What follows belongs to an exercise in optimizing a design on an open flow for small area, a short achievable clock period and few clock cycles per item; a production flow would make more cautious choices. Only simulation tests tie the RTL to the original design; equivalence was not proved. Power and IR drop assume default switching activity.

--- flow/config.mk ---
export PLATFORM = sky130hd
export DESIGN_NAME = dual_window_average_balance
export DESIGN_NICKNAME = dual_window_average_balance
export VERILOG_FILES = /design/flow/design.v
export SDC_FILE = /design/flow/constraint.sdc
export NUM_CORES = 4
export LEC_CHECK = 0
export CAP_MARGIN = 20
export CORE_MARGIN = 2
export CORE_UTILIZATION = 40
export SETUP_SLACK_MARGIN = 2.6
export SLEW_MARGIN = 20
--- flow/design.v ---
package dwab_pkg;
    localparam int CFG_BITS       = 7;
    localparam int CFG_INDEX_BITS = 1;
    localparam logic [CFG_BITS-1:0] LONG_WINDOW_RESET  = 7'd42;
    localparam logic [CFG_BITS-1:0] SHORT_WINDOW_RESET = 7'd7;
endpackage
import dwab_pkg::*;
module dwab_back #(
    parameter int STAGES = 6,
    parameter int ITERS  = 1
) (
    input  logic        clk,
    input  logic        rst_n,
    input  logic        en,
    input  logic        valid_c,
    input  logic [17:0] lsum,
    input  logic [17:0] ssum,
    input  logic [6:0]  ld,
    input  logic [6:0]  sd,
    output logic        busy,
    output logic        res_valid,
    output logic [12:0] res
);
    function automatic logic [17:0] div_step(input logic [17:0] w, input logic [6:0] d1,
                                             input logic [7:0] d2, input logic [7:0] d3);
        logic [7:0] t;
        logic [8:0] s1, s2, s3;
        logic [5:0] r;
        logic [1:0] q;
        t  = w[17:10];
        s1 = {1'b0, t} - {2'b00, d1};
        s2 = {1'b0, t} - {1'b0, d2};
        s3 = {1'b0, t} - {1'b0, d3};
        if (!s3[8])
        begin
            r = s3[5:0];
            q = 2'd3;
        end
        else if (!s2[8])
        begin
            r = s2[5:0];
            q = 2'd2;
        end
        else if (!s1[8])
        begin
            r = s1[5:0];
            q = 2'd1;
        end
        else
        begin
            r = t[5:0];
            q = 2'd0;
        end
        div_step = {r, w[9:0], q};
    endfunction
    logic [7:0] l2, l3, s2m, s3m;
    always_ff @(posedge clk)
    begin
        l2  <= {ld, 1'b0};
        l3  <= 8'({1'b0, ld} + {ld, 1'b0});
        s2m <= {sd, 1'b0};
        s3m <= 8'({1'b0, sd} + {sd, 1'b0});
    end
    logic [17:0]     wl [STAGES];
    logic [17:0]     ws [STAGES];
    logic [17:0]     nl [STAGES];
    logic [17:0]     ns [STAGES];
    logic [STAGES-1:0] vd;
    always_comb
    begin
        for (int j = 0; j < STAGES; j++)
        begin
            if (j == 0)
            begin
                nl[j] = lsum;
                ns[j] = ssum;
            end
            else
            begin
                nl[j] = wl[j-1];
                ns[j] = ws[j-1];
            end
            for (int i = 0; i < ITERS; i++)
            begin
                nl[j] = div_step(nl[j], ld, l2, l3);
                ns[j] = div_step(ns[j], sd, s2m, s3m);
            end
        end
    end
    always_ff @(posedge clk or negedge rst_n)
    begin
        if (!rst_n)
            vd <= '0;
        else if (en)
            vd <= {vd[STAGES-2:0], valid_c};
    end
    always_ff @(posedge clk)
    begin
        if (en)
        begin
            for (int j = 0; j < STAGES; j++)
            begin
                wl[j] <= nl[j];
                ws[j] <= ns[j];
            end
        end
    end
    function automatic logic [12:0] mul6(input logic [5:0] r, input logic [6:0] m1,
                                         input logic [7:0] m2, input logic [7:0] m3);
        logic [7:0] p [3];
        for (int i = 0; i < 3; i++)
        begin
            case (r[2*i +: 2])
                2'd0:    p[i] = 8'd0;
                2'd1:    p[i] = {1'b0, m1};
                2'd2:    p[i] = m2;
                default: p[i] = m3;
            endcase
        end
        mul6 = 13'(p[0]) + (13'(p[1]) << 2) + (13'(p[2]) << 4);
    endfunction
    logic [5:0]         rl, rs;
    logic [11:0]        ql, qs;
    logic [12:0]        u_r, v_r;
    logic signed [13:0] w_r;
    logic signed [13:0] dq_r1, dq_r2, dq_r3;
    logic               vr1, vr2, vr3;
    logic [10:0]        dp_lo;
    logic [9:0]         dp_hi;
    logic [12:0]        den;
    logic signed [15:0] t1, t2;
    logic               c1, c1s, c2, c2s, dpos, dneg, inc_r, dec_r;
    assign rl = wl[STAGES-1][17:12];
    assign ql = wl[STAGES-1][11:0];
    assign rs = ws[STAGES-1][17:12];
    assign qs = ws[STAGES-1][11:0];
    assign t1   = $signed({w_r, 1'b0}) - $signed({3'b000, den});
    assign t2   = $signed({w_r, 1'b0}) + $signed({3'b000, den});
    assign c1   = !t1[15];
    assign c1s  = !t1[15] && (t1 != 16'sd0);
    assign c2   = t2[15] || (t2 == 16'sd0);
    assign c2s  = t2[15];
    assign dpos = !dq_r2[13] && (dq_r2 != 14'sd0);
    assign dneg = dq_r2[13];
    always_ff @(posedge clk or negedge rst_n)
    begin
        if (!rst_n)
        begin
            vr1 <= 1'b0;
            vr2 <= 1'b0;
            vr3 <= 1'b0;
        end
        else if (en)
        begin
            vr1 <= vd[STAGES-1];
            vr2 <= vr1;
            vr3 <= vr2;
        end
    end
    always_ff @(posedge clk)
    begin
        dp_lo <= 11'(ld * sd[3:0]);
        dp_hi <= 10'(ld * sd[6:4]);
        den   <= 13'({2'b00, dp_lo} + {dp_hi, 4'd0});
        if (en)
        begin
            u_r   <= mul6(rl, sd, s2m, s3m);
            v_r   <= mul6(rs, ld, l2, l3);
            dq_r1 <= $signed({2'b00, ql}) - $signed({2'b00, qs});
            w_r   <= $signed({1'b0, u_r}) - $signed({1'b0, v_r});
            dq_r2 <= dq_r1;
            inc_r <= dneg ? c1s : c1;
            dec_r <= dpos ? c2s : c2;
            dq_r3 <= dq_r2;
        end
    end
    assign res       = 13'(dq_r3 + (inc_r ? 14'sd1 : dec_r ? -14'sd1 : 14'sd0));
    assign res_valid = vr3;
    assign busy      = valid_c | (|vd) | vr1 | vr2 | vr3;
endmodule
import dwab_pkg::*;
module dual_window_average_balance (
    input  logic                                clk,
    input  logic                                rst_n,
    input  logic                                in_valid,
    output logic                                in_ready,
    input  logic [11:0]                         in_sample,
    input  logic                                in_last,
    output logic                                out_valid,
    input  logic                                out_ready,
    output logic [12:0]                         out_balance,
    input  logic                                cfg_wen,
    input  logic [dwab_pkg::CFG_INDEX_BITS-1:0] cfg_index,
    input  logic [dwab_pkg::CFG_BITS-1:0]       cfg_data
);
    localparam int DEPTH = 64;
    logic [6:0] long_window_reg, short_window_reg;
    logic [6:0] long_c, short_c, st;
    logic [5:0] lt1, st1;                
    logic       cfg_wen_d;
    function automatic logic [6:0] clamp_len(input logic [6:0] v);
        if (v == 7'd0)
            clamp_len = 7'd1;
        else if (v > 7'd64)
            clamp_len = 7'd64;
        else
            clamp_len = v;
    endfunction
    assign long_c  = clamp_len(long_window_reg);
    assign short_c = clamp_len(short_window_reg);
    assign st      = (short_c > long_c) ? long_c : short_c;
    always_ff @(posedge clk or negedge rst_n)
    begin
        if (!rst_n)
        begin
            long_window_reg  <= LONG_WINDOW_RESET;
            short_window_reg <= SHORT_WINDOW_RESET;
            lt1              <= 6'(LONG_WINDOW_RESET - 7'd1);
            st1              <= 6'(SHORT_WINDOW_RESET - 7'd1);
            cfg_wen_d        <= 1'b0;
        end
        else
        begin
            if (cfg_wen)
            begin
                if (cfg_index == 1'b0)
                    long_window_reg <= cfg_data;
                else
                    short_window_reg <= cfg_data;
            end
            lt1       <= 6'(long_c - 7'd1);
            st1       <= 6'(st - 7'd1);
            cfg_wen_d <= cfg_wen;
        end
    end
    logic        in_ready_reg;
    logic        valid_a, last_a;
    logic [11:0] x_a;
    logic [11:0] hist [DEPTH];
    logic [6:0]  vc;             
    logic [6:0]  fill;           
    logic [5:0]  lm1, sm1;
    logic        pre_l, pre_s;
    logic [6:0]  ld, sd;         
    logic [5:0]  ld1, sd1;
    logic        en;             
    logic        issue, adj;
    logic [11:0] rd_l, rd_s, h_l, h_s;
    logic [6:0]  fill_inc;
    logic        emit;
    logic [1:0]  op_l, op_s;     
    logic [5:0]  lm1_n, sm1_n;
    logic        pre_l_n, pre_s_n;
    logic [7:0]  sel_la, sel_lb, sel_sa, sel_sb;      
    logic        ok_l, ok_s;                          
    logic [6:0]  vc_n;
    assign issue = en && valid_a;
    assign adj   = en && !valid_a;
    always_comb
    begin
        rd_l = '0;
        rd_s = '0;
        for (int k = 0; k < DEPTH; k++)
        begin
            rd_l = rd_l | (hist[k] & {12{sel_la[k % 8] & sel_lb[k / 8]}});
            rd_s = rd_s | (hist[k] & {12{sel_sa[k % 8] & sel_sb[k / 8]}});
        end
    end
    assign h_l = ok_l ? rd_l : 12'd0;
    assign h_s = ok_s ? rd_s : 12'd0;
    assign fill_inc = (fill < 7'd64) ? fill + 7'd1 : fill;
    assign emit     = (fill_inc > {1'b0, lm1});
    function automatic logic [8:0] adjust(input logic [5:0] m1, input logic pre,
                                          input logic [5:0] t1);
        logic [1:0] op;
        logic       p;
        logic [5:0] m;
        op = 2'd0;
        p  = pre;
        m  = m1;
        if (!pre)
        begin
            if (t1 > m1)
            begin
                m = m1 + 6'd1;
                p = 1'b1;
            end
            else if (t1 < m1)
            begin
                op = 2'd3;
                m  = m1 - 6'd1;
            end
        end
        else
        begin
            if (t1 >= m1)
            begin
                op = 2'd2;
                if (t1 == m1)
                    p = 1'b0;
                else
                    m = m1 + 6'd1;
            end
            else
            begin
                m = m1 - 6'd1;
                p = 1'b0;
            end
        end
        adjust = {op, p, m};
    endfunction
    always_comb
    begin
        op_l    = 2'd0;
        op_s    = 2'd0;
        lm1_n   = lm1;
        sm1_n   = sm1;
        pre_l_n = pre_l;
        pre_s_n = pre_s;
        if (issue)
        begin
            op_l = 2'd1;
            op_s = 2'd1;
        end
        else if (adj)
        begin
            {op_l, pre_l_n, lm1_n} = adjust(lm1, pre_l, lt1);
            {op_s, pre_s_n, sm1_n} = adjust(sm1, pre_s, st1);
        end
    end
    logic [11:0] xt_b, hx_l_b, hx_s_b;
    logic        sub_l_b, sub_s_b;
    logic        valid_b;
    logic [17:0] lsum, ssum;
    logic        valid_c;
    function automatic logic [7:0] onehot8(input logic [2:0] v);
        onehot8 = 8'd1 << v;
    endfunction
    assign vc_n = (issue && vc < 7'd64) ? vc + 7'd1 : vc;
    always_ff @(posedge clk or negedge rst_n)
    begin
        if (!rst_n)
        begin
            valid_a <= 1'b0;
            vc      <= '0;
            fill    <= '0;
            lm1     <= 6'(LONG_WINDOW_RESET - 7'd1);
            sm1     <= 6'(SHORT_WINDOW_RESET - 7'd1);
            sel_la  <= onehot8(3'(LONG_WINDOW_RESET - 7'd1));
            sel_lb  <= onehot8(3'((LONG_WINDOW_RESET - 7'd1) >> 3));
            sel_sa  <= onehot8(3'(SHORT_WINDOW_RESET - 7'd1));
            sel_sb  <= onehot8(3'((SHORT_WINDOW_RESET - 7'd1) >> 3));
            ok_l    <= 1'b0;
            ok_s    <= 1'b0;
            pre_l   <= 1'b0;
            pre_s   <= 1'b0;
            xt_b    <= '0;
            hx_l_b  <= '0;
            hx_s_b  <= '0;
            sub_l_b <= 1'b0;
            sub_s_b <= 1'b0;
            valid_b <= 1'b0;
            lsum    <= '0;
            ssum    <= '0;
            valid_c <= 1'b0;
        end
        else
        begin
            valid_a <= (in_valid && in_ready_reg) || (valid_a && !en);
            if (en)
            begin
                if (issue)
                    fill <= last_a ? 7'd0 : fill_inc;
                vc      <= vc_n;
                lm1     <= lm1_n;
                sm1     <= sm1_n;
                sel_la  <= onehot8(lm1_n[2:0]);
                sel_lb  <= onehot8(lm1_n[5:3]);
                sel_sa  <= onehot8(sm1_n[2:0]);
                sel_sb  <= onehot8(sm1_n[5:3]);
                ok_l    <= {1'b0, lm1_n} < vc_n;
                ok_s    <= {1'b0, sm1_n} < vc_n;
                pre_l   <= pre_l_n;
                pre_s   <= pre_s_n;
                xt_b    <= issue ? x_a : 12'd0;
                hx_l_b  <= (op_l == 2'd0) ? 12'd0 : (op_l == 2'd2) ? h_l : ~h_l;
                hx_s_b  <= (op_s == 2'd0) ? 12'd0 : (op_s == 2'd2) ? h_s : ~h_s;
                sub_l_b <= op_l[0];
                sub_s_b <= op_s[0];
                valid_b <= issue && emit;
                lsum    <= lsum + {6'd0, xt_b} + {{6{sub_l_b}}, hx_l_b} + {17'd0, sub_l_b};
                ssum    <= ssum + {6'd0, xt_b} + {{6{sub_s_b}}, hx_s_b} + {17'd0, sub_s_b};
                valid_c <= valid_b;
            end
        end
    end
    always_ff @(posedge clk)
    begin
        if (in_ready_reg)
        begin
            x_a    <= in_sample;
            last_a <= in_last;
        end
        if (issue)
        begin
            hist[0] <= x_a;
            for (int k = 1; k < DEPTH; k++)
                hist[k] <= hist[k-1];
        end
    end
    logic        pipe_busy;
    logic        res_valid;
    logic [12:0] res;
    dwab_back u_back (
        .clk       (clk),
        .rst_n     (rst_n),
        .en        (en),
        .valid_c   (valid_c),
        .lsum      (lsum),
        .ssum      (ssum),
        .ld        (ld),
        .sd        (sd),
        .busy      (pipe_busy),
        .res_valid (res_valid),
        .res       (res)
    );
    logic        valid_o, valid_s;
    logic [12:0] data_o, data_s;
    logic        load_o, valid_s_next, sync;
    assign en          = !valid_s;
    assign load_o      = out_ready || !valid_o;
    assign out_valid   = valid_o;
    assign out_balance = data_o;
    assign in_ready    = in_ready_reg;
    assign valid_s_next = valid_s ? !out_ready : (valid_o && !out_ready && res_valid);
    assign sync = !pre_l && !pre_s && (lm1 == lt1) && (sm1 == st1) && (ld1 == lm1)
               && (sd1 == sm1);
    always_ff @(posedge clk or negedge rst_n)
    begin
        if (!rst_n)
        begin
            in_ready_reg <= 1'b0;
            valid_o      <= 1'b0;
            valid_s      <= 1'b0;
            ld           <= LONG_WINDOW_RESET;
            sd           <= SHORT_WINDOW_RESET;
            ld1          <= 6'(LONG_WINDOW_RESET - 7'd1);
            sd1          <= 6'(SHORT_WINDOW_RESET - 7'd1);
        end
        else
        begin
            valid_s <= valid_s_next;
            if (load_o)
                valid_o <= valid_s || res_valid;
            if (!pipe_busy && !valid_b)
            begin
                ld  <= {1'b0, lm1} + 7'd1;
                sd  <= {1'b0, sm1} + 7'd1;
                ld1 <= lm1;
                sd1 <= sm1;
            end
            in_ready_reg <= !valid_s_next && !cfg_wen && !cfg_wen_d && sync;
        end
    end
    always_ff @(posedge clk)
    begin
        if (load_o)
            data_o <= valid_s ? data_s : res;
        if (!valid_s && !load_o)
            data_s <= res;
    end
endmodule
--- flow/run.sh ---
#!/bin/bash
# synth_recipe.tcl (not shown) runs the flow's synth.tcl, then flattens the netlist and writes it again
# the make line also repeats each setting of config.mk as NAME=value (left out here)
make -C /OpenROAD-flow-scripts/flow DESIGN_CONFIG=/design/flow/config.mk WORK_HOME=/design/flow/orfs CLKGATE_MAP_FILE= SYNTH_SCRIPT=/design/flow/synth_recipe.tcl finish
--- flow/constraint.sdc ---
create_clock -name core_clock -period 6.0 [get_ports {clk}]
set_input_delay 1.2000 -clock core_clock [delete_from_list [all_inputs] [get_ports {clk}]]
set_output_delay 1.2000 -clock core_clock [all_outputs]
set_load 0.01 [all_outputs]
==> results of run 1 <==
==> how the worst max path moves through the flow <==
stage | from | end | slack (ps) | cells past startpoint
after floorplan | sm1[2] | ok_s | 2600 | 14
after global placement | sm1[3] | sel_sb[6] | 1620 | 11
after detailed placement | sel_lb[3] | hx_l_b[1] | 1860 | 7
after CTS | sel_lb[7] | hx_l_b[1] | 2450 | 9
after global routing | u_back.ws[5][12] | u_back.v_r[11] | 2540 | 17
final | sel_sa[6] | hx_s_b[9] | 2400 | 7
==> cell usage in the layout, fill, tap and decap left out, types with 30 or more instances in the layout <==
cell type and instances:
edfxtp_1 1104, ha_1 469, inv_1 329, nand2_1 326, o21ai_0 305, buf_4 260
a22o_1 226, a22oi_1 207, nor2_1 182, a21oi_1 166, clkbuf_16 161, dfrtp_1 135
xor2_1 115, a32oi_1 114, xnor2_1 112, nand3_1 111, a21o_1 106, nor2b_1 104
a221oi_1 101, mux2i_1 91, a222oi_1 89, and3_1 84, fa_1 84, nand4_1 74
o31ai_1 71, mux2_2 58, dfxtp_1 56, o22ai_1 54, a32o_1 54, a211oi_1 53
nand2b_1 47, a21boi_0 47, o21a_1 46, and2_1 45, nor3_1 44, or2_2 40
clkdlybuf4s50_1 39, clkbuf_1 30
==> metal layers <==
| metal | track usage | share of wire | up-vias | wire length (um) |
|---|---|---|---|---|
| met5 | 0 | 0.0012 | - | 340 |
| met4 | 0.184 | 0.079 | 24 | 22700 |
| met3 | 0.107 | 0.12 | 1419 | 36000 |
| met2 | 0.451 | 0.43 | 4309 | 125000 |
| met1 | 0.357 | 0.36 | 28484 | 104000 |
| li1 | - | - | 24267 | - |
==> report_power, final <==
part	total, mW	internal (mW)	switching, mW
sequential	15.1	13.0	2.07
combinational	29.2	12.3	16.9
clock	10.1	5.85	4.21
==> final cells by class <==
| type | instances | area, um2 |
|---|---|---|
| Antenna cell | 19 | 47.5 |
| Inverter | 381 | 1550 |
| Tap cell | 2464 | 3080 |
| Clock buffer | 206 | 4350 |
| Multi-Input combinational cell | 4060 | 32600 |
| Timing Repair Buffer | 337 | 2980 |
| Clock inverter | 85 | 1060 |
| Fill cell | 16341 | 98000 |
| Sequential cell | 1369 | 39600 |
==> Yosys cell counts (89+ instances only) <==
master | number | area share
edfxtp_1 | 1104 | 0.45
ha_1 | 480 | 0.081
inv_1 | 371 | 0.019
o21ai_0 | 335 | 0.023
nand2_1 | 328 | 0.017
clkbuf_1 | 260 | 0.013
a22o_1 | 228 | 0.027
a22oi_1 | 208 | 0.021
a21oi_1 | 192 | 0.013
nor2_1 | 192 | 0.0097
dfrtp_1 | 173 | 0.059
xnor2_1 | 119 | 0.014
xor2_1 | 115 | 0.014
a32oi_1 | 114 | 0.014
nand3_1 | 114 | 0.0077
nor2b_1 | 110 | 0.0093
a21o_1 | 106 | 0.011
a221oi_1 | 102 | 0.012
mux2i_1 | 97 | 0.013
a222oi_1 | 89 | 0.012
fa_1 | 89 | 0.024
==> cells by family after synthesis <==
logic type                 count (synthesis)  share of synthesized area
adders and majority gates                569                      0.105
DFF                                     1369                      0.534
xor gates and xnor gates                 234                     0.0277
buffers and inverters                    734                     0.0382
AOI/OAI and AO/OA                       1907                      0.190
muxes                                    157                     0.0223
and+or+nand+nor                         1193                     0.0816
==> timing repair <==
item                                    4_1_cts  5_1_grt
gates resized for setup                     126      207
pin swaps                                    24       83
endpoints found under the setup margin      153      120
gates cloned                                  0        0
setup buffers                                70       90
==> critical path: cells and delay by family, from the launching register on <==
family                 cells  cell delay [ps]
AO/OA/AOI/OAI              3             1160
buffers and inverters      2             1370
flip-flops                 1              570
multiplexers               1              170
AND/OR/NAND/NOR            1              170
==> stage by stage <==
| step | power [mW] | hold WS [ps] |
|---|---|---|
| floorplan | 32.9 | 310 |
| global placement | 40.5 | 317 |
| detailed placement | 41.0 | 324 |
| CTS | 52.3 | 337 |
| global route | 57.6 | 355 |
| finish | 54.4 | 332 |
==> run summary, run 1 <==
Outcome:
- The flow ran to the end and the layout has no timing, DRC or antenna violations.

Layout:
- The core occupancy in the finished layout is 0.466.
- The top register by number of flip-flops is hist.
- With fillers left out, the area of the finished cells amounts to 85300 um2.
- The flip-flop count of the largest register after layout is 768.
- The largest registers in the layout are hist (768), u_back.wl (108), u_back.ws (108).
- The synthesis-to-layout area growth is 15.4%.
- After the last flow step, the layout net total stands at 6900.
- The final standard cell count with taps included and fillers excluded is 8921.
- Of the cells placed in the final design, the portion with a size suffix greater than 1 is 0.149.

Floorplan:
- The die covers around 190000 um2.
- After floorplanning, the core was divided into 157 placement rows.
- In this run the standard cell core region covers roughly 180000 um2.
- During I/O placement, the number of pins put on the boundary was 41.
- The die is roughly 430 um wide.
- The initial utilization of the core area, before any placement, comes to 0.403.
- The die is ~430 um tall.

Setup path:
- The worst path required time is 6690 ps.
- On the worst path, the slowest cell contributes a delay of 1030 ps.
- The startpoint-to-endpoint class of the critical path is reg2reg.
- STA puts the critical path data arrival time at between 4000 and 5000 ps.
- The critical path goes through inv_1 > buf_4 > o22a_1 > nand4_1 > o41ai_4 > mux2i_1 > a21o_1.
- The worst setup path is launched from a flop.
- STA classifies the critical path endpoint as a flop.
- The worst register-to-register path has a depth of 7.
- The worst register-to-register path ends at hx_s_b[9].
- The slowest stage of the critical path is the inv_1 cell.
- In this run the critical register-to-register path is launched from sel_sa[6].
- The register-to-register setup slack is 2400 ps.
- Along the worst path, the maximum fanout reaches 16.

Placement:
- Counting tap cells, the placed design contains a total of 8450 instances.
- Once detailed placement completed, the half-perimeter wirelength came to 191000 um.
- The congestion estimate from routability-driven global placement came to roughly 1.0.
- The pre-CTS setup slack is 1860 ps.
- Port buffering added 40 buffers.
- The total cell area at the placement stage is 77300 um2.

Clocking:
- The number of hold buffers added after CTS is 0.
- Buffers inserted during clock tree synthesis total ~160.
- In this run the clock root is driven by a clkbuf_16.
- CTS built an H-tree with a depth of 4.
- TritonCTS built the clock tree.
- The clock insertion delay at the later pin of the skew report is 830 ps.
- The total number of clock tree sinks is 1369.
- Counting along the longest clock path gives a buffer depth of 3.
- The clock slew at the register clock pins of the worst setup and hold paths is 60 ps.

Timing:
- Setup repair after global routing could not meet its margin everywhere.
- The final-report hold violation count came to 0.
- The share of the clock period used by the worst path after layout is 0.600.
- The setup-violating endpoint count in the final report is 0.
- For the pin with the worst max-slew slack, the measured transition is 1280 ps.
- The number of pins with negative max-slew slack in the final report was 0.
- Based on the critical path, the design can be clocked at up to about 280 MHz.
- The worst max-slew margin expressed relative to the limit is 0.144.
- The worst path in the final design needs a cycle of 3600 ps, including I/O delays and setup.
- The final setup skew is around 58 ps.
- The total negative slack is 0 ps.
- The final worst setup slack is 2400 ps.

Detailed routing:
- After the first detailed-routing iteration, the DRC count stood at 9125.
- In the routed design, unresolved DRC markers number 0.
- Dividing the detail-routed via count by the number of cells gives 6.56.
- The post-detailed-routing wire length is ~290000 um.
- Dividing the detail-routed wire length by the instance count gives around 32 um.
- The length of the first detailed-routing pass in iterations is 13.
- In this run the remaining antenna-violating nets after routing total 0.
- The total vias in the final route is 58.5k.

Pwr:
- The power per cell area is 638 nW/um2.
- The worst-case IR drop observed on VDD is 0.000434 V.
- In this run the static leakage power is 32.1 nW.

Synth:
- The netlist uses 86 different library cells.
- For this run, the leading register cell type out of synthesis is edfxtp_1.
- The Yosys step of the flow raised 9 warnings.
- The synthesized area per cell is 12.0 um2.
- The async set-reset flop share out of synthesis is 0.149.
- The number of nets in the synthesized netlist is 6758.
- The cell area after technology mapping is 73900 um2.
- Synthesis produced 6163 cells.
- Counting flops and latches in the post-synthesis netlist gives 1369.
- The share of the Yosys chip area taken by registers is 0.534.
- Counting flops with a built-in enable in the synthesized netlist gives 1104.

GRT:
- The initial antenna violation count is 22.
- The number of global-route vias before repair came to approximately 56k.
- The largest net degree at the start of global routing is 140.
- The wire length of the first global-routing pass is 403000 um.
- Summed over all layers, the global routing overflow is 0.
- The global-route usage over all layers is 0.297.

Hold path:
- The hold path depth is 0.
- The path with the worst hold slack has its endpoint at u_back.den[0].
- The startpoint of the lowest-slack hold path is u_back.dp_lo[0].
- The tightest min-delay check is of the reg2reg type.

Job:
- The tool flagged a number of max-cap violations equal to 0.
Testbench counts, summed over its fixed seeds: cycles 22,349, samples 19,200.
==> inputs of run 2 (changes only) <==
--- a/flow/config.mk
+++ b/flow/config.mk
@@ -9,4 +9,6 @@
 export CORE_MARGIN = 2
 export CORE_UTILIZATION = 40
+export CTS_CLUSTER_DIAMETER = 100
+export CTS_CLUSTER_SIZE = 22
 export SETUP_SLACK_MARGIN = 2.6
 export SLEW_MARGIN = 20
==> run 2 against run 1 <==
Net effect: still clean; sequential share of layout area grew 1.7 points; cell area is 3.6% lower; register-to-register slack got worse by 30 ps; critical path depth unchanged; sequential cell count did not move; combinational power about the same; critical path type unchanged; largest power group unchanged; highest routed layer unchanged.
==> run summary, run 2 <==
Setup path:
- The largest fanout of any net on the critical path is 16 (unchanged).
- The longest individual stage delay on the worst path is 1010 ps (was 1030 ps).
- The dominant delay contributor by cell family on the critical path is buffers and inverters (unchanged).
- The endpoint class of the critical path is a flop (unchanged).
- The library cell contributing the largest single delay on the critical path is inv_1 (unchanged).
- The worst path arrival time is 4270 ps (was 4290 ps).
- The critical path launch point type is a flop (unchanged).
- The startpoint-to-endpoint class of the critical path is reg2reg (unchanged).
- The number of buffer and inverter stages on the critical path is 2 (unchanged).
- The worst path required time is 6640 ps (was 6690 ps).
- Crit-path cells: inv_1 > buf_4 > o22a_1 > nand4_1 > o41ai_4 > mux2i_1 > a21o_1 (unchanged).

Clocking:
- The total number of clock tree sinks is 1369 (unchanged).
- The number of levels the H-tree was split into is 3 (was 4).
- The number of buffers on the longest clock path is 3 (unchanged).
- The number of clock buffers inserted by TritonCTS is 77 (was 156).
- The clock insertion delay at the later pin of the skew report is 800 ps (was 830 ps).
- The clock slew at the register clock pins of the worst setup and hold paths was 100 ps (was 60 ps).
- The TritonCTS clock tree is built (unchanged).
- The cell at the root of the clock tree is clkbuf_16 (unchanged).

Timing:
- The number of pins with negative max-slew slack in the final report was 0 (unchanged).
- The pin slew with the least headroom to its limit came to 1250 ps (was 1280 ps).
- The worst max-slew margin expressed relative to the limit was 0.163 (was 0.144).
- The final worst setup slack is 2370 ps (was 2400 ps).
- The final-report hold violation count is 0 (unchanged).
- RSZ-0062 raised after global routing: true (unchanged).
- The top achievable clock speed is 275 MHz (was 278 MHz).
- The setup-violating endpoint count in the final report was 0 (unchanged).
- The smallest hold slack was 342 ps (was 332 ps).
- The share of the clock period used by the worst path after layout is 0.606 (was 0.600).
- The post-route minimum period came to 3630 ps (was 3600 ps).
- The total negative slack is 0 ps (unchanged).
- The final setup skew is 61.6 ps (was 58.3 ps).

Layout:
- The fraction of final layout cells sized beyond drive strength 1 was 0.129 (was 0.149).
- The flip-flop count of the largest register after layout is 768 (unchanged).
- The core occupancy in the finished layout is 0.449 (was 0.466).
- The top register by number of flip-flops is hist (unchanged).
- The leading cell type in the layout, fill and taps excluded is edfxtp_1 (unchanged).
- The synthesis-to-layout area growth is 11.2% (was 15.4%).
- Top library cells by usage in the layout, fill and taps aside: edfxtp_1 (1104), ha_1 (470), inv_1 (327), nand2_1 (324), o21ai_0 (304) (was edfxtp_1 (1104), ha_1 (469), inv_1 (329), nand2_1 (326), o21ai_0 (305)).
- The net total in the final layout came to 6815 (was 6900).
- Biggest regs: hist (768), u_back.wl (108), u_back.ws (108) (unchanged).

Synth:
- The commonest register cell after synthesis is edfxtp_1 (unchanged).
- The cell area after technology mapping is 73900 um2 (unchanged).
- The number of nets in the synthesized netlist is 6758 (unchanged).
- The number of flops mapped to enable cells by yosys is 1104 (unchanged).
- The library cell with the largest summed area after synthesis is edfxtp_1 (unchanged).
- The part of the Yosys area used for sequential elements came to 0.534 (unchanged).
- The top-area cell type share of the netlist area is 0.448 (unchanged).
- The number of synthesis warnings is 9 (unchanged).
- Most frequent cells after synthesis: edfxtp_1 (1104), ha_1 (480), inv_1 (371) (unchanged).
- The async set-reset flop share out of synthesis came to 0.149 (unchanged).
- The synthesized area per cell is 12.0 um2 (unchanged).
- Dominant cells by area after synthesis: edfxtp_1 (45%), ha_1 (8.1%), dfrtp_1 (5.9%) (unchanged).
- The count of cell types in the netlist came to 86 (unchanged).
- The synthesized instance count was 6163 (unchanged).
- The number of synthesized register bits is 1369 (unchanged).
- The most numerous cell in the Yosys netlist is edfxtp_1 (unchanged).

Detailed routing:
- The total vias in the final route is 58.0k (was 58.5k).
- The via density per instance is 6.62 (was 6.56).
- The length of the first detailed-routing pass in iterations is 13 (unchanged).
- The DRC violation total after the first TritonRoute iteration is 8951 (was 9125).
- The post-detailed-routing wire length was 287000 um (was 289000 um).
- The residual antenna-violating net count after detailed routing is 0 (unchanged).
- The remaining design rule violation count is 0 (unchanged).
- The detailed-route wire length per cell is 32.7 um (was 32.4 um).

GRT:
- The final global-route overflow total came to 0 (unchanged).
- The number of global-route vias before repair is 55.5k (was 56.3k).
- The global-route usage over all layers was 0.295 (was 0.297).
- The initial antenna violation count is 25 (was 22).
- The wire length of the first global-routing pass is 400000 um (was 403000 um).
- The largest net degree at the start of global routing is 140 (unchanged).

Placement:
- The HPWL after detailed placement is 191000 um (unchanged).
- The global placer's final weighted congestion is 1.02 (unchanged).
- The pre-CTS setup slack was 1860 ps (unchanged).
- The count of input and output buffers came to 40 (unchanged).

Pwr:
- The switching part of the total was 0.445 (was 0.427).
- The overall power was 50.3 mW (was 54.4 mW).
- The net switching power came to 22.4 mW (was 23.2 mW).
- The power per cell area is 612 nW/um2 (was 638 nW/um2).
- The part of the power in registers came to 0.300 (was 0.277).
- The combinational group share of total power was 0.579 (was 0.538).
- The maximum vdd drop is 0.000463 V (was 0.000434 V).
- The part of the total power dissipated in the clock network is 0.121 (was 0.185).
- The internal power is 27.9 mW (was 31.2 mW).
- The total leakage power came to 30.6 nW (was 32.1 nW).

Floorplan:
- The number of primary I/O pins is 41 (unchanged).
- The area of the die is 188000 um2 (unchanged).
- The die width is 434 um (unchanged).
- The number of placement rows was 157 (unchanged).
- The chip height is 434 um (unchanged).
- The starting utilization of the core area is 0.403 (unchanged).
- The area of the core is 183000 um2 (unchanged).

Outcome:
- Outcome: complete, no violations (unchanged).

Job:
- The max-cap violation count was 0 (unchanged).

Hold path:
- The classification of the worst-slack hold path is reg2reg (unchanged).
run 2: cell counts after synthesis:
No cell type changed its count.
run 2: path summary, 6_finish.rpt:
path	slack [ps]	cells after the start	from	endpoint
worst max-delay path	2370	7	sel_sa[6]	hx_s_b[9]
worst min-delay path	340	0	u_back.dp_lo[0]	u_back.den[0]
worst max register to register	2370	7	sel_sa[6]	hx_s_b[9]
worst min register to register	340	0	u_back.dp_lo[0]	u_back.den[0]
max in group asynchronous	4190	2	rst_n	xt_b[0]
min in group asynchronous	480	1	rst_n	valid_o
run 2: power by group through the flow:
| stage | logic (mW) | clock network, mW | registers (mW) |
|---|---|---|---|
| CTS | 26.9 | 6.18 | 15.1 |
| global route | 31.8 | 6.47 | 15.2 |
| detailed placement | 25.5 | 0 | 15.5 |
| floorplan | 18.9 | 0 | 14.0 |
| finish | 29.2 | 6.09 | 15.1 |
| global placement | 25.1 | 0 | 15.5 |
run 2: cells by family (layout without fill, tap and decap cells):
| group | after synthesis | in the layout | synth area share |
|---|---|---|---|
| compound gates | 1907 | 1908 | 0.190 |
| xor+xnor | 234 | 234 | 0.0277 |
| fa+ha+maj | 569 | 569 | 0.105 |
| buf+inv | 734 | 850 | 0.0382 |
| flops | 1369 | 1369 | 0.534 |
| mux | 157 | 157 | 0.0223 |
| other cells | 0 | 19 | 0 |
| simple gates | 1193 | 1193 | 0.0816 |
run 2: repair_timing:
action	in CTS	in global routing
setup buffers	72	82
hold buffers	0	0
resized for setup	134	191
endpoints found under the setup margin	155	126
gates cloned	0	1
pin swaps	25	80
run 2: through the flow:
step | instances | instance area [um2]
floorplan | 6163 | 74000
global placement | 8449 | 77200
detailed placement | 8450 | 77300
CTS | 8661 | 80700
global route | 8747 | 82200
finish | 8763 | 82200
run 2: worst register-to-register path, delay by kind of cell (launching register included):
family	cells	cell delay, ps
multiplexers	1	170
buffers and inverters	2	1360
AO/OA/AOI/OAI	3	1170
flip-flops	1	590
AND/OR/NAND/NOR	1	190
run 2: area by class of cell:
| class | count | area, um2 |
|---|---|---|
| Antenna cell | 19 | 47.5 |
| Clock buffer | 118 | 2160 |
| Clock inverter | 21 | 278 |
| Fill cell | 16660 | 101000 |
| Inverter | 381 | 1550 |
| Multi-Input combinational cell | 4061 | 32600 |
| Sequential cell | 1369 | 39600 |
| Tap cell | 2464 | 3080 |
| Timing Repair Buffer | 330 | 2900 |
run 2: routing by layer:
layer,routed length (um),up-vias,global-route usage
met5,417,-,0.00651
met4,22000,28,0.177
met3,34800,1424,0.102
met2,125000,4220,0.452
met1,105000,28299,0.357
li1,-,24009,-
==> inputs of run 3 (changes only) <==
--- a/flow/design.v
+++ b/flow/design.v
@@ -246,4 +246,6 @@
     logic        en;             
     logic        issue, adj;
+    logic        en_f, hold, stale, upd, upd_d, newpend;
+    logic        new_b, new_c, hold_n;
     logic [11:0] rd_l, rd_s, h_l, h_s;
     logic [6:0]  fill_inc;
@@ -255,6 +257,6 @@
     logic        ok_l, ok_s;                          
     logic [6:0]  vc_n;
-    assign issue = en && valid_a;
-    assign adj   = en && !valid_a;
+    assign issue = en_f && valid_a;
+    assign adj   = en_f && !valid_a && !newpend;
     always_comb
     begin
@@ -367,6 +369,6 @@
         else
         begin
-            valid_a <= (in_valid && in_ready_reg) || (valid_a && !en);
-            if (en)
+            valid_a <= (in_valid && in_ready_reg) || (valid_a && !en_f);
+            if (en_f)
             begin
                 if (issue)
@@ -416,5 +418,5 @@
         .rst_n     (rst_n),
         .en        (en),
-        .valid_c   (valid_c),
+        .valid_c   (valid_c && !hold),
         .lsum      (lsum),
         .ssum      (ssum),
@@ -434,6 +436,11 @@
     assign in_ready    = in_ready_reg;
     assign valid_s_next = valid_s ? !out_ready : (valid_o && !out_ready && res_valid);
-    assign sync = !pre_l && !pre_s && (lm1 == lt1) && (sm1 == st1) && (ld1 == lm1)
-               && (sd1 == sm1);
+    assign sync = !pre_l && !pre_s && (lm1 == lt1) && (sm1 == st1);
+    assign stale   = (ld1 != lm1) || (sd1 != sm1);
+    assign newpend = (valid_b && new_b) || (valid_c && new_c);
+    assign hold    = valid_c && (new_c || upd_d);
+    assign en_f    = en && !hold;
+    assign upd     = stale && !pipe_busy && !(valid_b && !new_b) && !(valid_c && !new_c);
+    assign hold_n  = (en_f ? valid_b : valid_c) && (((en_f ? new_b : new_c) && !upd) || upd);
     always_ff @(posedge clk or negedge rst_n)
     begin
@@ -447,4 +454,7 @@
             ld1          <= 6'(LONG_WINDOW_RESET - 7'd1);
             sd1          <= 6'(SHORT_WINDOW_RESET - 7'd1);
+            upd_d        <= 1'b0;
+            new_b        <= 1'b0;
+            new_c        <= 1'b0;
         end
         else
@@ -453,5 +463,8 @@
             if (load_o)
                 valid_o <= valid_s || res_valid;
-            if (!pipe_busy && !valid_b)
+            upd_d <= upd;
+            new_b <= (en_f ? (issue && stale) : new_b) && !upd;
+            new_c <= (en_f ? new_b : new_c) && !upd;
+            if (upd)
             begin
                 ld  <= {1'b0, lm1} + 7'd1;
@@ -460,5 +473,5 @@
                 sd1 <= sm1;
             end
-            in_ready_reg <= !valid_s_next && !cfg_wen && !cfg_wen_d && sync;
+            in_ready_reg <= !valid_s_next && !hold_n && !cfg_wen && !cfg_wen_d && sync;
         end
     end
==> run 3 against run 2 <==
Net effect: die area fell by 0.55%; sequential power barely moved; register-to-register slack gained 120 ps; cell area fell by 1.2%; critical path depth is 1 higher; global-route usage shrank 0.90 points; utilization decreased by 0.44 points; critical path type unchanged; largest power group unchanged.
==> run summary, run 3 <==
Pwr:
- The power per cell area was 622 nW/um2 (was 612 nW/um2).
- The internal power is 28.5 mW (was 27.9 mW).
- The part of the total power dissipated in the clock network came to 0.117 (was 0.121).
- The total leakage power was 30.4 nW (was 30.6 nW).
- The part of the power in registers was 0.301 (was 0.300).
- The maximum vdd drop was 0.000428 V (was 0.000463 V).
- The combinational group share of total power is 0.582 (was 0.579).
- The net switching power is 22.1 mW (was 22.4 mW).
- The switching part of the total is 0.437 (was 0.445).
- The overall power is 50.6 mW (was 50.3 mW).

Synth:
- Dominant cells by area after synthesis: edfxtp_1 (45%), ha_1 (8.2%), dfrtp_1 (6.0%) (was edfxtp_1 (45%), ha_1 (8.1%), dfrtp_1 (5.9%)).
- The number of nets in the synthesized netlist is 6607 (was 6758).
- The number of flops mapped to enable cells by yosys is 1104 (unchanged).
- The number of synthesized register bits was 1372 (was 1369).
- The library cell with the largest summed area after synthesis is edfxtp_1 (unchanged).
- The synthesized area per cell is 12.2 um2 (was 12.0 um2).
- The most numerous cell in the Yosys netlist is edfxtp_1 (unchanged).
- The commonest register cell after synthesis is edfxtp_1 (unchanged).
- The count of cell types in the netlist was 79 (was 86).
- The number of synthesis warnings came to 9 (unchanged).
- Most frequent cells after synthesis: edfxtp_1 (1104), ha_1 (480), inv_1 (366) (was edfxtp_1 (1104), ha_1 (480), inv_1 (371)).
- The cell area after technology mapping is 73500 um2 (was 73900 um2).
- The async set-reset flop share out of synthesis is 0.151 (was 0.149).
- The synthesized instance count came to 6012 (was 6163).
- The top-area cell type share of the netlist area is 0.451 (was 0.448).
- The part of the Yosys area used for sequential elements is 0.538 (was 0.534).

Setup path:
- The worst path arrival time was 4250 ps (was 4270 ps).
- The launch point of the worst reg-to-reg path is sel_sa[2] (was sel_sa[6]).
- The most repeated library cell on the critical path is buf_4.
- The logic depth of the worst path, buffers included was 8 (was 7).
- The startpoint-to-endpoint class of the critical path is reg2reg (unchanged).
- The critical path launch point type is a flop (unchanged).
- Crit-path cells: buf_4 > inv_1 > buf_4 > o221ai_1 > or4_1 > o21ai_1 > mux2i_1 > a21o_1 (was inv_1 > buf_4 > o22a_1 > nand4_1 > o41ai_4 > mux2i_1 > a21o_1).
- The capture instance of the worst register-to-register path is hx_s_b[6] (was hx_s_b[9]).
- The worst path required time came to 6740 ps (was 6640 ps).
- The number of buffer and inverter stages on the critical path is 3 (was 2).
- The longest individual stage delay on the worst path came to 770 ps (was 1010 ps).
- The register-to-register setup slack came to 2490 ps (was 2370 ps).
- The largest fanout of any net on the critical path is 23 (was 16).
- The endpoint class of the critical path is a flop (unchanged).
- The logic depth of the worst register-to-register path is 8 (was 7).
- The library cell contributing the largest single delay on the critical path is inv_1 (unchanged).
- The dominant delay contributor by cell family on the critical path is buffers and inverters (unchanged).

Layout:
- The fraction of final layout cells sized beyond drive strength 1 is 0.122 (was 0.129).
- The filler cell count in the final layout came to 16.6k (was 16.7k).
- The synthesis-to-layout area growth came to 10.5% (was 11.2%).
- Biggest regs: hist (768), u_back.wl (108), u_back.ws (108) (unchanged).
- The top register by number of flip-flops is hist (unchanged).
- The flip-flop count of the largest register after layout is 768 (unchanged).
- The net total in the final layout is 6654 (was 6815).
- The leading cell type in the layout, fill and taps excluded is edfxtp_1 (unchanged).
- Top library cells by usage in the layout, fill and taps aside: edfxtp_1 (1104), ha_1 (470), inv_1 (334), nand2_1 (316), o21ai_0 (247) (was edfxtp_1 (1104), ha_1 (470), inv_1 (327), nand2_1 (324), o21ai_0 (304)).
- The area occupied by multi-input gates is 32000 um2 (was 32600 um2).
- The footprint of the flip-flops and latches is 39700 um2 (was 39600 um2).
- The final non-filler cell area is 81300 um2 (was 82200 um2).

Clocking:
- The number of buffers on the longest clock path is 3 (unchanged).
- The cell at the root of the clock tree is clkbuf_16 (unchanged).
- The clock slew at the register clock pins of the worst setup and hold paths is 110 ps (was 100 ps).
- The TritonCTS clock tree is built (unchanged).
- The number of clock buffers inserted by TritonCTS was 76 (was 77).
- The number of levels the H-tree was split into is 3 (unchanged).
- The total number of clock tree sinks is 1372 (was 1369).
- The clock insertion delay at the later pin of the skew report was 790 ps (was 800 ps).
- The number of hold buffers added after CTS came to 0 (unchanged).

Detailed routing:
- The via density per instance is 6.55 (was 6.62).
- The DRC violation total after the first TritonRoute iteration is 9101 (was 8951).
- The length of the first detailed-routing pass in iterations is 12 (was 13).
- The detailed-route wire length per cell is 32.0 um (was 32.7 um).
- The post-detailed-routing wire length is 275000 um (was 287000 um).
- The total vias in the final route was 56.3k (was 58.0k).
- The residual antenna-violating net count after detailed routing is 0 (unchanged).
- The remaining design rule violation count was 0 (unchanged).

Outcome:
- Outcome: complete, no violations (unchanged).

Floorplan:
- The starting utilization of the core area is 0.402 (was 0.403).
- The area of the core is 183000 um2 (about the same).
- The number of primary I/O pins came to 41 (unchanged).
- The area of the die came to 187000 um2 (was 188000 um2).
- The chip height is 433 um (was 434 um).
- The die width is 433 um (was 434 um).
- The number of placement rows is 157 (unchanged).

Timing:
- The share of the clock period used by the worst path after layout is 0.585 (was 0.606).
- The final worst setup slack was 2490 ps (was 2370 ps).
- The smallest hold slack is 339 ps (was 342 ps).
- The final-report hold violation count came to 0 (unchanged).
- The final setup skew came to 79.3 ps (was 61.6 ps).
- The top achievable clock speed is 285 MHz (was 275 MHz).
- The worst max-slew margin expressed relative to the limit is 0.166 (was 0.163).
- The total negative slack was 0 ps (unchanged).
- The setup-violating endpoint count in the final report is 0 (unchanged).
- RSZ-0062 raised after global routing: true (unchanged).
- The pin slew with the least headroom to its limit was 1250 ps (about the same).
- The post-route minimum period is 3510 ps (was 3630 ps).
- The number of pins with negative max-slew slack in the final report is 0 (unchanged).

GRT:
- The largest net degree at the start of global routing is 141 (was 140).
- The wire length of the first global-routing pass is 389000 um (was 400000 um).
- The initial antenna violation count is 28 (was 25).
- The number of global-route vias before repair is 54.2k (was 55.5k).
- The global-route usage over all layers is 0.286 (was 0.295).
- The final global-route overflow total is 0 (unchanged).

Job:
- The max-cap violation count is 0 (unchanged).

Hold path:
- The destination of the worst hold path is u_back.den[2] (was u_back.den[0]).
- The classification of the worst-slack hold path was reg2reg (unchanged).
- The startpoint of the lowest-slack hold path is u_back.dp_lo[2] (was u_back.dp_lo[0]).
- The hold path depth was 0 (unchanged).

Placement:
- The pre-CTS setup slack was 1730 ps (was 1860 ps).
- The HPWL after detailed placement is 183000 um (was 191000 um).
- The global placer's final weighted congestion is 1.05 (was 1.02).
- The count of input and output buffers is 40 (unchanged).
- The total cell area at the placement stage is 77000 um2 (was 77300 um2).
[run 3: cell types whose count changed in the layout (fill, tap and decap cells not counted), sizes merged, moves of 23 or more]
| cell | before | now |
|---|---|---|
| and3 | 84 | 18 |
| or2 | 40 | 15 |
| nand2b | 49 | 85 |
| mux2i | 97 | 180 |
| o21ai | 340 | 272 |
| xnor2 | 119 | 190 |
| a21boi | 53 | 21 |
| o31ai | 76 | 12 |
| buf | 291 | 257 |
| mux2 | 60 | 97 |
| a21oi | 192 | 239 |
| a211oi | 67 | 12 |
| xor2 | 115 | 92 |
| o21bai | 21 | 45 |
[run 3: logic make-up (layout without fill, tap and decap cells)]
group                      Yosys count  count (layout)  share of synthesized area
DFF                               1372            1372                      0.538
other                                0              21                          0
adders and majority gates          569             569                      0.106
AOI/OAI and AO/OA                 1734            1734                      0.174
xor gates and xnor gates           282             282                     0.0336
buffers and inverters              713             808                     0.0367
muxes                              277             277                     0.0394
and+or+nand+nor                   1065            1066                     0.0721
[run 3: worst register-to-register path: stages (launching register included)]
cell      delay [ps]
dfrtp_2          490
buf_4            330
inv_1            800
buf_4            460
o221ai_1         170
or4_1            440
o21ai_1          400
mux2i_1          310
a21o_1           120
[run 3: metal layers]
metal,track usage,vias up,share of wire
met3,0.0958,1335,0.13
met1,0.362,27426,0.37
met2,0.424,4226,0.42
li1,-,23238,-
met5,0,-,0.00096
met4,0.169,30,0.076
[run 3: repair_timing]
action,in CTS,in global routing
setup buffers,58,64
pin swaps,30,83
gates resized for setup,124,164
setup endpoints to repair,742,173
gates cloned,1,2
[run 3: through the flow]
stage | instances | util
after CTS | 8505 | 0.438
after detailed placement | 8319 | 0.421
after global placement | 8319 | 0.421
after floorplan | 6012 | -
final | 8593 | 0.444
after global routing | 8573 | 0.444
[run 3: worst max-delay path by stage]
stage                           from        endpoint
CTS                 u_back.wl[5][12]  u_back.u_r[11]
finish                     sel_sa[2]       hx_s_b[6]
global placement        u_back.l2[2]  u_back.v_r[11]
global route        u_back.ws[5][14]  u_back.v_r[11]
detailed placement     u_back.s2m[2]  u_back.u_r[11]
floorplan                    valid_s      hist[0][0]
[run 3: power groups by stage]
| stage | sequential, mW | combinational, mW | clock, mW |
|---|---|---|---|
| floorplan | 14.1 | 19.7 | 0 |
| global placement | 15.5 | 25.9 | 0 |
| detailed placement | 15.5 | 26.3 | 0 |
| CTS | 15.2 | 27.5 | 6.00 |
| global route | 15.4 | 32.2 | 6.32 |
| finish | 15.2 | 29.4 | 5.92 |
[run 3: area by class of cell]
class,count,area share
diodes,21,0.000647
clock buffers,107,0.0252
clock inverters,20,0.00319
inverters,381,0.0188
multi-input cells,3928,0.394
flip-flops and latches,1372,0.488
well taps,2464,0.0379
repair buffers,298,0.0316
repair inverters,2,0.000169
Testbench counts of run 3, summed over its fixed seeds: cycles 22,243, samples 19,200.
==> inputs of run 4 (changes only) <==
--- a/flow/config.mk
+++ b/flow/config.mk
@@ -11,4 +11,5 @@
 export CTS_CLUSTER_DIAMETER = 100
 export CTS_CLUSTER_SIZE = 22
+export PLACE_DENSITY = 0.75
 export SETUP_SLACK_MARGIN = 2.6
 export SLEW_MARGIN = 20
==> run 4 against run 3 <==
Net effect: still clean on timing, DRC and antenna; cell area up 0.24%; first-iteration DRC count rose by 7.5%; count of clock-buffer cells in the layout grew 1; area after synthesis is the same; critical path depth decreased by 1; setup slack got worse by 79 ps.
==> run summary, run 4 <==
Synth:
- The number of nets in the synthesized netlist came to 6607 (unchanged).
- Most frequent cells after synthesis: edfxtp_1 (1104), ha_1 (480), inv_1 (366) (unchanged).
- Dominant cells by area after synthesis: edfxtp_1 (45%), ha_1 (8.2%), dfrtp_1 (6.0%) (unchanged).
- The commonest register cell after synthesis is edfxtp_1 (unchanged).
- The number of synthesized register bits is 1372 (unchanged).
- The count of cell types in the netlist is 79 (unchanged).
- The part of the Yosys area used for sequential elements came to 0.538 (unchanged).
- The synthesized instance count is 6012 (unchanged).
- The synthesized area per cell was 12.2 um2 (unchanged).
- The library cell with the largest summed area after synthesis was edfxtp_1 (unchanged).
- The most numerous cell in the Yosys netlist is edfxtp_1 (unchanged).
- The top-area cell type share of the netlist area is 0.451 (unchanged).
- The number of flops mapped to enable cells by yosys was 1104 (unchanged).
- The async set-reset flop share out of synthesis is 0.151 (unchanged).
- The number of synthesis warnings came to 9 (unchanged).
- The cell area after technology mapping is 73500 um2 (unchanged).

Detailed routing:
- The detailed-route wire length per cell is 31.6 um (was 32.0 um).
- The via density per instance is 6.59 (was 6.55).
- The DRC violation total after the first TritonRoute iteration is 9786 (was 9101).
- The total vias in the final route is 56.7k (was 56.3k).
- The post-detailed-routing wire length was 272000 um (was 275000 um).
- The length of the first detailed-routing pass in iterations is 14 (was 12).
- The remaining design rule violation count is 0 (unchanged).
- The residual antenna-violating net count after detailed routing is 0 (unchanged).

Timing:
- RSZ-0062 raised after global routing: true (unchanged).
- The top achievable clock speed came to 279 MHz (was 285 MHz).
- The worst max-slew margin expressed relative to the limit came to 0.117 (was 0.166).
- The number of pins with negative max-slew slack in the final report was 0 (unchanged).
- The final-report hold violation count is 0 (unchanged).
- The setup-violating endpoint count in the final report is 0 (unchanged).
- The final setup skew is 57.7 ps (was 79.3 ps).
- The pin slew with the least headroom to its limit is 1320 ps (was 1250 ps).
- The post-route minimum period is 3590 ps (was 3510 ps).
- The final worst setup slack is 2410 ps (was 2490 ps).
- The share of the clock period used by the worst path after layout is 0.598 (was 0.585).

Clocking:
- The number of clock buffers inserted by TritonCTS is 77 (was 76).
- The clock slew at the register clock pins of the worst setup and hold paths is 90 ps (was 110 ps).
- The clock insertion delay at the later pin of the skew report is 790 ps (about the same).
- The number of levels the H-tree was split into is 3 (unchanged).
- The number of hold buffers added after CTS is 0 (unchanged).
- The total number of clock tree sinks is 1372 (unchanged).
- The number of buffers on the longest clock path is 3 (unchanged).
- The TritonCTS clock tree is built (unchanged).
- The cell at the root of the clock tree is clkbuf_16 (unchanged).

Pwr:
- The power per cell area was 624 nW/um2 (was 622 nW/um2).
- The maximum vdd drop was 0.000361 V (was 0.000428 V).
- The overall power is 50.9 mW (was 50.6 mW).
- The total leakage power is 30.5 nW (was 30.4 nW).

Placement:
- The total cell area at the placement stage came to 77000 um2 (about the same).
- The pre-CTS setup slack was 1790 ps (was 1730 ps).
- The global placer's final weighted congestion is 1.07 (was 1.05).
- The count of input and output buffers is 40 (unchanged).
- The HPWL after detailed placement is 184000 um (was 183000 um).

GRT:
- The met2 routing resource usage after global routing is 0.422 (was 0.424).
- The number of global-route vias before repair is 54.5k (was 54.2k).
- The met3 track demand over resource in global routing was 0.102 (was 0.0958).
- The most congested layer reported by global routing is met2 (unchanged).
- The largest net degree at the start of global routing was 166 (was 141).
- The global-route usage over all layers is 0.282 (was 0.286).
- The wire length of the first global-routing pass came to 384000 um (was 389000 um).
- The global routing met1 resource utilization is 0.342 (was 0.362).
- The final global-route overflow total is 0 (unchanged).
- The initial antenna violation count is 17 (was 28).

Setup path:
- The register-to-register setup slack came to 2410 ps (was 2490 ps).
- The largest fanout of any net on the critical path is 16 (was 23).
- The critical path launch point type is a flop (unchanged).
- The endpoint class of the critical path was a flop (unchanged).
- The startpoint-to-endpoint class of the critical path is reg2reg (unchanged).
- The capture instance of the worst register-to-register path is hx_s_b[5] (was hx_s_b[6]).
- The worst path arrival time was 4290 ps (was 4250 ps).
- The launch point of the worst reg-to-reg path is sel_sa[2] (unchanged).
- The worst path required time came to 6700 ps (was 6740 ps).
- The logic depth of the worst register-to-register path is 7 (was 8).

Layout:
- Top library cells by usage in the layout, fill and taps aside: edfxtp_1 (1104), ha_1 (469), inv_1 (334), nand2_1 (317), buf_4 (261) (was edfxtp_1 (1104), ha_1 (470), inv_1 (334), nand2_1 (316), o21ai_0 (247)).
- The leading cell type in the layout, fill and taps excluded is edfxtp_1 (unchanged).
- The filler cell count in the final layout is 16.3k (was 16.6k).
- The final non-filler cell area came to 81500 um2 (was 81300 um2).
- The flip-flop count of the largest register after layout is 768 (unchanged).
- The synthesis-to-layout area growth is 10.8% (was 10.5%).
- The top register by number of flip-flops is hist (unchanged).
- Biggest regs: hist (768), u_back.wl (108), u_back.ws (108) (unchanged).
- The fraction of final layout cells sized beyond drive strength 1 is 0.126 (was 0.122).
- The net total in the final layout is 6673 (was 6654).

Floorplan:
- The chip height is 433 um (unchanged).
- The area of the core is 183000 um2 (unchanged).
- The number of primary I/O pins is 41 (unchanged).
- The area of the die was 187000 um2 (unchanged).
- The starting utilization of the core area is 0.402 (unchanged).
- The die width is 433 um (unchanged).
- The number of placement rows is 157 (unchanged).

Job:
- The max-cap violation count is 0 (unchanged).

Hold path:
- The classification of the worst-slack hold path is reg2reg (unchanged).
- The startpoint of the lowest-slack hold path is u_back.dp_lo[1] (was u_back.dp_lo[2]).
- The destination of the worst hold path is u_back.den[1] (was u_back.den[2]).
- The hold path depth is 0 (unchanged).

Outcome:
- Outcome: complete, no violations (unchanged).
==> run 4: cell counts after synthesis <==
Identical to the previous run, type by type.
==> run 4: area by class of cell <==
type                    count  area, um2  area share
diodes                     18       45.0    0.000553
repair buffers            317       2620      0.0321
clock inverters            20        273     0.00335
multi-input cells        3928      32100       0.394
well taps                2464       3080      0.0378
clock buffers             108       2110      0.0258
flip-flops and latches   1372      39700       0.487
repair inverters            1       8.76    0.000108
inverters                 381       1530      0.0187
==> run 4: logic make-up (layout without fill, tap and decap cells) <==
group / count (synthesis) / count (layout) / synth area share
and+or+nand+nor: 1065 / 1066 / 0.0721
adders and majority gates: 569 / 569 / 0.106
buffers and inverters: 713 / 827 / 0.0367
DFF: 1372 / 1372 / 0.538
AOI/OAI and AO/OA: 1734 / 1734 / 0.174
other: 0 / 18 / 0
muxes: 277 / 277 / 0.0394
xor gates and xnor gates: 282 / 282 / 0.0336
==> run 4: what timing repair did <==
| item | CTS | global route |
|---|---|---|
| cloned | 2 | 0 |
| gates resized for setup | 115 | 178 |
| pin swaps | 24 | 77 |
| endpoints found under the hold margin | 0 | 0 |
| setup endpoints to repair | 676 | 82 |
| buffers inserted | 59 | 81 |
==> run 4: worst max-delay path by stage <==
stage / startpoint / to / slack (ps)
2_1_floorplan: valid_s / hist[0][0] / -6740
3_3_place_gp: lm1[3] / sel_la[2] / 1630
3_5_place_dp: u_back.l2[2] / u_back.v_r[11] / 1790
4_1_cts: u_back.ws[5][12] / u_back.v_r[11] / 2440
5_1_grt: u_back.ws[5][12] / u_back.v_r[11] / 2370
6_report: sel_sa[2] / hx_s_b[5] / 2410
==> run 4: layer usage <==
layer	vias up	wire, um
met5	-	518
met4	26	23100
met3	1464	36400
met2	4529	116000
met1	27429	96400
li1	23254	-
==> run 4: power by group <==
| part | switching [mW] | total (mW) | internal [mW] |
|---|---|---|---|
| Combinational | 16.8 | 29.7 | 13.0 |
| Sequential | 2.12 | 15.2 | 13.1 |
| Clock | 3.38 | 5.96 | 2.58 |
==> run 4: worst max-delay path: stages (launching register included) <==
cell and delay, ps:
dfrtp_2 710, and2_1 590, a22oi_1 480, o2111ai_1 190
or4b_1 620, o21ai_1 260, mux2i_2 500, a21o_1 130
==> run 4: through the flow <==
step | cells | setup TNS [ps] | utilization | hold WS [ps]
after floorplan | 6012 | -6457870 | - | 310
after CTS | 8509 | 0 | 0.438 | 345
after global placement | 8319 | 0 | 0.421 | 314
after global routing | 8593 | 0 | 0.445 | 342
after detailed placement | 8320 | 0 | 0.421 | 323
final | 8609 | 0 | 0.445 | 345
==> inputs of run 5 (changes only) <==
--- a/flow/design.v
+++ b/flow/design.v
@@ -198,5 +198,4 @@
     logic [6:0] long_c, short_c, st;
     logic [5:0] lt1, st1;                
-    logic       cfg_wen_d;
     function automatic logic [6:0] clamp_len(input logic [6:0] v);
         if (v == 7'd0)
@@ -218,5 +217,4 @@
             lt1              <= 6'(LONG_WINDOW_RESET - 7'd1);
             st1              <= 6'(SHORT_WINDOW_RESET - 7'd1);
-            cfg_wen_d        <= 1'b0;
         end
         else
@@ -231,5 +229,4 @@
             lt1       <= 6'(long_c - 7'd1);
             st1       <= 6'(st - 7'd1);
-            cfg_wen_d <= cfg_wen;
         end
     end
@@ -436,5 +433,6 @@
     assign in_ready    = in_ready_reg;
     assign valid_s_next = valid_s ? !out_ready : (valid_o && !out_ready && res_valid);
-    assign sync = !pre_l && !pre_s && (lm1 == lt1) && (sm1 == st1);
+    assign sync = !pre_l_n && !pre_s_n && (lm1_n == 6'(long_c - 7'd1))
+               && (sm1_n == 6'(st - 7'd1));
     assign stale   = (ld1 != lm1) || (sd1 != sm1);
     assign newpend = (valid_b && new_b) || (valid_c && new_c);
@@ -473,5 +471,5 @@
                 sd1 <= sm1;
             end
-            in_ready_reg <= !valid_s_next && !hold_n && !cfg_wen && !cfg_wen_d && sync;
+            in_ready_reg <= !valid_s_next && !hold_n && !cfg_wen && sync;
         end
     end
--- a/flow/config.mk
+++ b/flow/config.mk
@@ -11,5 +11,4 @@
 export CTS_CLUSTER_DIAMETER = 100
 export CTS_CLUSTER_SIZE = 22
-export PLACE_DENSITY = 0.75
 export SETUP_SLACK_MARGIN = 2.6
 export SLEW_MARGIN = 20
==> run 5 against run 4 <==
Net effect: fmax increased by 1.8%; still clean; clock power up 1%; highest routed layer unchanged; largest cell class unchanged; sequential share of layout area fell by 0.14 points.
==> run summary, run 5 <==
Layout:
- The flip-flop count of the largest register after layout is 768 (unchanged).
- The net total in the final layout is 6743 (was 6673).
- The leading cell type in the layout, fill and taps excluded is edfxtp_1 (unchanged).
- The top register by number of flip-flops was hist (unchanged).
- The final standard cell count with taps included and fillers excluded is 8688 (was 8609).
- Top library cells by usage in the layout, fill and taps aside: edfxtp_1 (1104), ha_1 (466), nand2_1 (364), inv_1 (333), a22oi_1 (270) (was edfxtp_1 (1104), ha_1 (469), inv_1 (334), nand2_1 (317), buf_4 (261)).
- The footprint of the flip-flops and latches was 39700 um2 (about the same).
- Biggest regs: hist (768), u_back.wl (108), u_back.ws (108) (unchanged).
- The filler cell count in the final layout was 16.6k (was 16.3k).
- The area occupied by multi-input gates is 32200 um2 (was 32100 um2).
- The synthesis-to-layout area growth came to 10.9% (was 10.8%).
- The fraction of final layout cells sized beyond drive strength 1 is 0.122 (was 0.126).

GRT:
- The largest net degree at the start of global routing is 175 (was 166).
- The number of global-route vias before repair is 54.7k (was 54.5k).
- The initial antenna violation count is 16 (was 17).
- The final global-route overflow total came to 0 (unchanged).
- The global-route usage over all layers is 0.300 (was 0.282).
- The wire length of the first global-routing pass was 403000 um (was 384000 um).

Setup path:
- The startpoint-to-endpoint class of the critical path is reg2reg (unchanged).
- The endpoint class of the critical path was a flop (unchanged).
- The worst path arrival time is 4210 ps (was 4290 ps).
- The logic depth of the worst register-to-register path is 10 (was 7).
- The launch point of the worst reg-to-reg path is sel_sa[6] (was sel_sa[2]).
- The longest individual stage delay on the worst path is 640 ps (was 710 ps).
- The register-to-register setup slack is 2470 ps (was 2410 ps).
- The library cell contributing the largest single delay on the critical path was dfstp_4 (was dfrtp_2).
- The critical path launch point type is a flop (unchanged).
- Crit-path cells: buf_12 > and2_2 > a22oi_1 > nand2_1 > a221oi_1 > o211ai_1 > o41ai_4 > buf_4 > mux2i_1 > a21o_1 (was and2_1 > a22oi_1 > o2111ai_1 > or4b_1 > o21ai_1 > mux2i_2 > a21o_1).
- The worst path required time is 6690 ps (was 6700 ps).
- The largest fanout of any net on the critical path came to 21 (was 16).
- The capture instance of the worst register-to-register path is hx_s_b[7] (was hx_s_b[5]).

Placement:
- The count of input and output buffers is 40 (unchanged).
- The placed cell count is 8409 (was 8320).
- The global placer's final weighted congestion came to 1.05 (was 1.07).
- The HPWL after detailed placement is 197000 um (was 184000 um).

Detailed routing:
- The DRC violation total after the first TritonRoute iteration is 9018 (was 9786).
- The total vias in the final route is 56.9k (was 56.7k).
- The length of the first detailed-routing pass in iterations came to 12 (was 14).
- The post-detailed-routing wire length came to 288000 um (was 272000 um).
- The remaining design rule violation count is 0 (unchanged).
- The residual antenna-violating net count after detailed routing is 0 (unchanged).
- The via density per instance is 6.55 (was 6.59).
- The detailed-route wire length per cell came to 33.2 um (was 31.6 um).

Clocking:
- The TritonCTS clock tree was built (unchanged).
- The clock slew at the register clock pins of the worst setup and hold paths is 100 ps (was 90 ps).
- The cell at the root of the clock tree is clkbuf_16 (unchanged).
- The number of hold buffers added after CTS is 0 (unchanged).
- The number of levels the H-tree was split into was 3 (unchanged).
- The total number of clock tree sinks came to 1371 (was 1372).
- The number of buffers on the longest clock path is 3 (unchanged).
- The number of clock buffers inserted by TritonCTS is 77 (unchanged).
- The clock insertion delay at the later pin of the skew report is 790 ps (about the same).

Floorplan:
- The die width is 433 um (about the same).
- The chip height was 433 um (about the same).
- The area of the core is 183000 um2 (about the same).
- The area of the die is 188000 um2 (was 187000 um2).
- The number of primary I/O pins came to 41 (unchanged).
- The starting utilization of the core area was 0.402 (about the same).
- The number of placement rows is 157 (unchanged).

Synth:
- Most frequent cells after synthesis: edfxtp_1 (1104), ha_1 (480), nand2_1 (369) (was edfxtp_1 (1104), ha_1 (480), inv_1 (366)).
- The most numerous cell in the Yosys netlist is edfxtp_1 (unchanged).
- The library cell with the largest summed area after synthesis is edfxtp_1 (unchanged).
- The async set-reset flop share out of synthesis came to 0.150 (was 0.151).
- The synthesized area per cell is 12.1 um2 (was 12.2 um2).
- The commonest register cell after synthesis is edfxtp_1 (unchanged).
- The number of nets in the synthesized netlist came to 6676 (was 6607).
- The top-area cell type share of the netlist area is 0.450 (was 0.451).
- Dominant cells by area after synthesis: edfxtp_1 (45%), ha_1 (8.2%), dfrtp_1 (5.9%) (was edfxtp_1 (45%), ha_1 (8.2%), dfrtp_1 (6.0%)).
- The cell area after technology mapping is 73600 um2 (was 73500 um2).
- The synthesized instance count is 6081 (was 6012).
- The count of cell types in the netlist is 93 (was 79).
- The number of synthesis warnings is 9 (unchanged).
- The part of the Yosys area used for sequential elements came to 0.537 (was 0.538).
- The number of synthesized register bits is 1371 (was 1372).
- The number of flops mapped to enable cells by yosys is 1104 (unchanged).

Timing:
- The top achievable clock speed is 284 MHz (was 279 MHz).
- The final-report hold violation count came to 0 (unchanged).
- RSZ-0062 raised after global routing: true (unchanged).
- The worst max-slew margin expressed relative to the limit was 0.142 (was 0.117).
- The share of the clock period used by the worst path after layout is 0.588 (was 0.598).
- The setup-violating endpoint count in the final report is 0 (unchanged).
- The final setup skew was 62.2 ps (was 57.7 ps).
- The post-route minimum period was 3530 ps (was 3590 ps).
- The pin slew with the least headroom to its limit came to 1290 ps (was 1320 ps).
- The number of pins with negative max-slew slack in the final report is 0 (unchanged).

Pwr:
- The total leakage power was 31.0 nW (was 30.5 nW).
- The power per cell area came to 627 nW/um2 (was 624 nW/um2).
- The overall power is 51.2 mW (was 50.9 mW).
- The maximum vdd drop is 0.000428 V (was 0.000361 V).

Hold path:
- The classification of the worst-slack hold path is reg2reg (unchanged).
- The startpoint of the lowest-slack hold path is u_back.dp_lo[1] (unchanged).
- The destination of the worst hold path is u_back.den[1] (unchanged).
- The hold path depth is 0 (unchanged).

Outcome:
- Outcome: complete, no violations (unchanged).

Job:
- The max-cap violation count is 0 (unchanged).
[run 5: cell types whose count changed after synthesis, sizes merged, moves of 33 or more]
| cell | before | now |
|---|---|---|
| nand2 | 320 | 369 |
| a211oi | 12 | 45 |
| mux2i | 180 | 136 |
| nor2 | 173 | 218 |
| a21o | 115 | 154 |
| o21ai | 272 | 237 |
| a22oi | 209 | 270 |
[run 5: worst max-delay path: cells and delay by family, from the launching register on]
family,cells,cell delay (ps)
AO/OA/AOI/OAI,5,1420
buffers and inverters,2,480
flip-flops,1,640
multiplexers,1,230
AND/OR/NAND/NOR,2,640
[run 5: metal layers]
metal / vias up / part of all wire / routed length [um] / global-route usage
li1: 23510 / - / - / -
met1: 27946 / 0.37 / 108000 / 0.375
met2: 4146 / 0.42 / 120000 / 0.441
met3: 1308 / 0.13 / 36900 / 0.111
met4: 12 / 0.080 / 23200 / 0.182
met5: - / 0.00026 / 76 / 0.00520
[run 5: stage by stage]
stage                      util  setup slack (ps)  setup TNS, ps  hold WS (ps)  instance area, um2
after global routing      0.446              2380              0           353               81600
final                     0.446              2470              0           337               81600
after floorplan               -             -6890       -5189700           310               73700
after detailed placement  0.422              1900              0           319               77200
after global placement    0.422              1930              0           316               77200
after CTS                 0.440              2480              0           340               80600
[run 5: cell families after synthesis]
group,count (synthesis),share of synthesized area
AOI/OAI and AO/OA,1792,0.181
DFF,1371,0.537
and+or+nand+nor,1166,0.0774
buffers and inverters,703,0.0365
adders and majority gates,569,0.106
xor gates and xnor gates,278,0.0334
muxes,202,0.0286
[run 5: how the worst max path moves through the flow]
stage	from	end	slack, ps	cells past startpoint
global route	u_back.ws[5][12]	u_back.v_r[11]	2380	16
detailed placement	sm1[2]	ok_s	1900	14
finish	sel_sa[6]	hx_s_b[7]	2470	10
CTS	xt_b[0]	lsum[16]	2480	13
global placement	valid_a	in_ready_reg	1930	8
floorplan	valid_c	ok_l	-6890	6
[run 5: area by class of cell]
type	count	share of cell area
Sequential cell	1371	0.486
Multi-Input combinational cell	4007	0.395
Tap cell	2464	0.0378
Timing Repair Buffer	326	0.0339
Clock buffer	114	0.0265
Inverter	364	0.0177
Clock inverter	18	0.00291
Antenna cell	23	0.000705
Timing Repair inverter	1	0.000107
[run 5: repair_timing]
item | CTS | global route
pin swaps | 47 | 87
gates resized for setup | 134 | 156
buffers inserted | 67 | 55
endpoints found under the setup margin | 356 | 73
cloned | 1 | 0
[run 5: power by group]
| part | internal [mW] | switching, mW | total (mW) |
|---|---|---|---|
| combinational | 13.2 | 16.8 | 29.9 |
| clock | 2.66 | 3.37 | 6.03 |
| sequential | 13.1 | 2.12 | 15.2 |
Testbench counts of run 5, summed over its fixed seeds: cycles 22,131, samples 19,200.

Re-timed with assumed drivers on the ports (clkbuf_16 on the clock, buf_2 on other inputs), run 5 has 2.473 ns of setup slack against 2.473 ns with ideal ports, and 2.473 ns once port delays also move by the mid clock arrival of 0.837 ns.
